From an optimization exercise on the open Yosys and OpenROAD flow, aimed at small area, a short achievable clock period and few clock cycles; shortcuts taken in it are not production practice.
Only simulation tests tie the RTL to the original design; equivalence was not proved.

Setup of rev 12:
Design pn_eval_core, start of the top module:
module pn_eval_core
#(
    parameter int unsigned OPND_W    = 3,
    parameter int unsigned DATA_W    = 32,
    parameter int unsigned TOK_DEPTH = 16,
    parameter int unsigned STK_DEPTH = 8
) (
    input  logic                     clk,
    input  logic                     rst,
    input  logic                     in_valid,
    input  logic                     mode,
    input  logic                     operator,
    input  logic [OPND_W-1:0]        in,
    output logic                     busy,
    output logic                     out_valid,
    output logic signed [DATA_W-1:0] out,
    output logic                     err
);
Settings: LEC_CHECK=0, CAP_MARGIN=20, CORE_MARGIN=2, CORE_UTILIZATION=50, SLEW_MARGIN=20; clock period 11.0 ns.
standard.sh (not shown) runs the stock make flow with config.mk's settings and CLKGATE_MAP_FILE= SYNTH_SCRIPT=/design/flow/synth_recipe.tcl, a recipe that flattens the netlist after the stock synthesis.
==> flow/flow/run.sh <==
#!/bin/bash
set -euo pipefail
export BUFFER_PORTS_ARGS="-buffer_cell sky130_fd_sc_hd__buf_4"
bash standard.sh SETUP_SLACK_MARGIN=6.5 finish > standard.log 2>&1
Rev 12 reached the final stage; the timing, DRC and antenna checks on its layout passed.
Testbench counts of rev 12, summed over its fixed seeds: cycles 6,989.
The inputs of rev 13 differ from those of rev 12 as listed below.
--- a/flow/design.v
+++ b/flow/design.v
@@ -105,17 +105,18 @@
     logic              os_l  [OS_D];
     logic [1:0]        os_op [OS_D];
     logic              casc, revf;
     logic [DATA_W-1:0] ms;
     logic              cpa, acc, fast_q;
     logic              imm_q;
     logic [1:0]        aop_q;
     logic              sa_ms, sa_t0, sa_t1, sa_t0s2, sa_t0s3, sa_t1s2, sa_t1s3;
-    logic              sb_t0, sb_t0s1, sb_t1, sb_t1s1, sb_bit, sb_imm, inv_q, swap_q;
+    logic              sb_t0p, sb_t0n, sb_t0s1p, sb_t0s1n, sb_t1p, sb_t1n, sb_t1s1p, sb_t1s1n;
+    logic              sb_bit, sb_immp, sb_immn, swap_q;
     logic [SIDX_W-1:0] oidx;
     logic              oasc;
     logic              mode_n, casc_n, os_v0_n, os_l0_n, pre_n, cpa_n, acc_n;
     logic              imm_n, inv_n, stk_n, fast_n, xt0_n, tag0_n, tag1_n, neg_n;
     logic              ma2_n, ma3_n, mb1_n, mb2_n;
     logic [1:0]        aop_n;
     logic [2:0]        m_n, t0_m3, t1_m3;
     logic              rev, pre, eng_on;
@@ -138,19 +139,22 @@
     assign mul_first = is_alu && (eop == pn_pkg::OP_MUL) && !cpa && !fast_q;
     assign complete  = (kind != K_NONE) && !mul_first;
     assign consume   = complete && (kind != K_CASC);
     logic [DATA_W-1:0] alu_a, alu_b, alu_r;
     logic              small0, small1;
     assign alu_a = ({DATA_W{sa_ms}} & ms) | ({DATA_W{sa_t0}} & t0) | ({DATA_W{sa_t1}} & t1) |
                    ({DATA_W{sa_t0s2}} & (t0 << 2)) | ({DATA_W{sa_t0s3}} & (t0 << 3)) |
                    ({DATA_W{sa_t1s2}} & (t1 << 2)) | ({DATA_W{sa_t1s3}} & (t1 << 3));
-    assign alu_b = (({DATA_W{sb_t0}} & t0) | ({DATA_W{sb_t0s1}} & (t0 << 1)) |
-                    ({DATA_W{sb_t1 || (sb_bit && ms[0])}} & t1) | ({DATA_W{sb_t1s1}} & (t1 << 1)) |
-                    ({DATA_W{sb_imm}} & h_val)) ^ {DATA_W{inv_q}};
+    assign alu_b = ({DATA_W{sb_t0p}} & t0) | ({DATA_W{sb_t0n}} & ~t0) |
+                   ({DATA_W{sb_t0s1p}} & (t0 << 1)) | ({DATA_W{sb_t0s1n}} & ~(t0 << 1)) |
+                   ({DATA_W{sb_t1p}} & t1) | ({DATA_W{sb_t1n}} & ~t1) |
+                   ({DATA_W{sb_t1s1p}} & (t1 << 1)) | ({DATA_W{sb_t1s1n}} & ~(t1 << 1)) |
+                   ({DATA_W{sb_bit && ms[0]}} & t1) |
+                   ({DATA_W{sb_immp}} & h_val) | ({DATA_W{sb_immn}} & ~h_val);
     pn_alu #(.DATA_W(DATA_W)) u_alu (
         .a      (alu_a),
         .bb     (alu_b),
         .op     (aop_q),
         .swap   (swap_q),
         .result (alu_r)
     );
     assign small0  = (t0[DATA_W-1:OPND_W] == '0);
@@ -507,23 +511,27 @@
         fast_q  <= fast_n;
         sa_ms   <= cpa_n;
         sa_t0   <= !fast_n && !cpa_n && (acc_n || imm_n);
         sa_t1   <= !fast_n && !cpa_n && !acc_n && !imm_n;
         sa_t0s2 <= fast_n && xt0_n && ma2_n;
         sa_t0s3 <= fast_n && xt0_n && ma3_n;
         sa_t1s2 <= fast_n && !xt0_n && ma2_n;
         sa_t1s3 <= fast_n && !xt0_n && ma3_n;
-        sb_t0   <= fast_n ? (xt0_n && mb1_n) : (cpa_n || (!acc_n && !imm_n));
-        sb_t0s1 <= fast_n && xt0_n && mb2_n;
-        sb_t1   <= fast_n && !xt0_n && mb1_n;
-        sb_t1s1 <= fast_n && !xt0_n && mb2_n;
+        sb_t0p  <= fast_n ? (xt0_n && mb1_n && !neg_n) : (cpa_n || (!acc_n && !imm_n && !inv_n));
+        sb_t0n  <= fast_n ? (xt0_n && mb1_n && neg_n) : (!cpa_n && !acc_n && !imm_n && inv_n);
+        sb_t0s1p <= fast_n && xt0_n && mb2_n && !neg_n;
+        sb_t0s1n <= fast_n && xt0_n && mb2_n && neg_n;
+        sb_t1p  <= fast_n && !xt0_n && mb1_n && !neg_n;
+        sb_t1n  <= fast_n && !xt0_n && mb1_n && neg_n;
+        sb_t1s1p <= fast_n && !xt0_n && mb2_n && !neg_n;
+        sb_t1s1n <= fast_n && !xt0_n && mb2_n && neg_n;
         sb_bit  <= !cpa_n && acc_n;
-        sb_imm  <= !fast_n && !cpa_n && !acc_n && imm_n;
-        inv_q   <= inv_n;
+        sb_immp <= !fast_n && !cpa_n && !acc_n && imm_n && !inv_n;
+        sb_immn <= !fast_n && !cpa_n && !acc_n && imm_n && inv_n;
         aop_q   <= fast_n ? (neg_n ? pn_pkg::OP_SUB : pn_pkg::OP_ADD) : aop_n;
         swap_q  <= !fast_n && (state_d == pn_pkg::REV);
         tag0    <= tag0_d;
         tag1    <= tag1_d;
         t0 <= t0_d;
         t1 <= t1_d;
         if (ms_we) ms <= ms_d;
         if (eng_on && rf_we) begin
Rev 13 finished every stage and its layout cleared the timing, DRC and antenna checks. Between rev 12 and rev 13, xor/xnor cell area share of the yosys netlist decreased. From rev 12 to rev 13 the numbers moved as follows: flip-flop and latch share of the layout cell area went down; number of non-clock buffers in the layout went up; fraction of met3 tracks used by global routing went up.
Testbench counts of rev 13, summed over its fixed seeds: cycles 6,989.

re-timing with driven ports:
No port has a modelled driver above. Below, the same layouts with a new extraction and two added sets of constraints.
Step 1, drivers: a clkbuf_16 drives clk and a buf_2 each remaining input, both assumed.
Step 2 also shifts input and output timing later by t, the mid clock arrival at the registers, as if the neighbouring blocks saw the same clock.
Three values: no drivers, after step 1, after step 2; two values: the first two.
| run | t, ns | setup slack, ns | hold slack, ns | worst slew at a driven data input, ns |
|---|---|---|---|---|
| rev 12 | 0.678 | 6.515 / 6.515 / 6.158 | 0.443 / 0.443 / 0.443 | 0.03 |
| rev 13 | 0.679 | 6.596 / 6.596 / 6.015 | 0.460 / 0.460 / 0.460 | 0.04 |
After both steps setup and hold are still met in every run listed. The setup slack of rev 13, which loses most, moves by 0.000 ns with the drivers and by -0.581 ns with both steps.
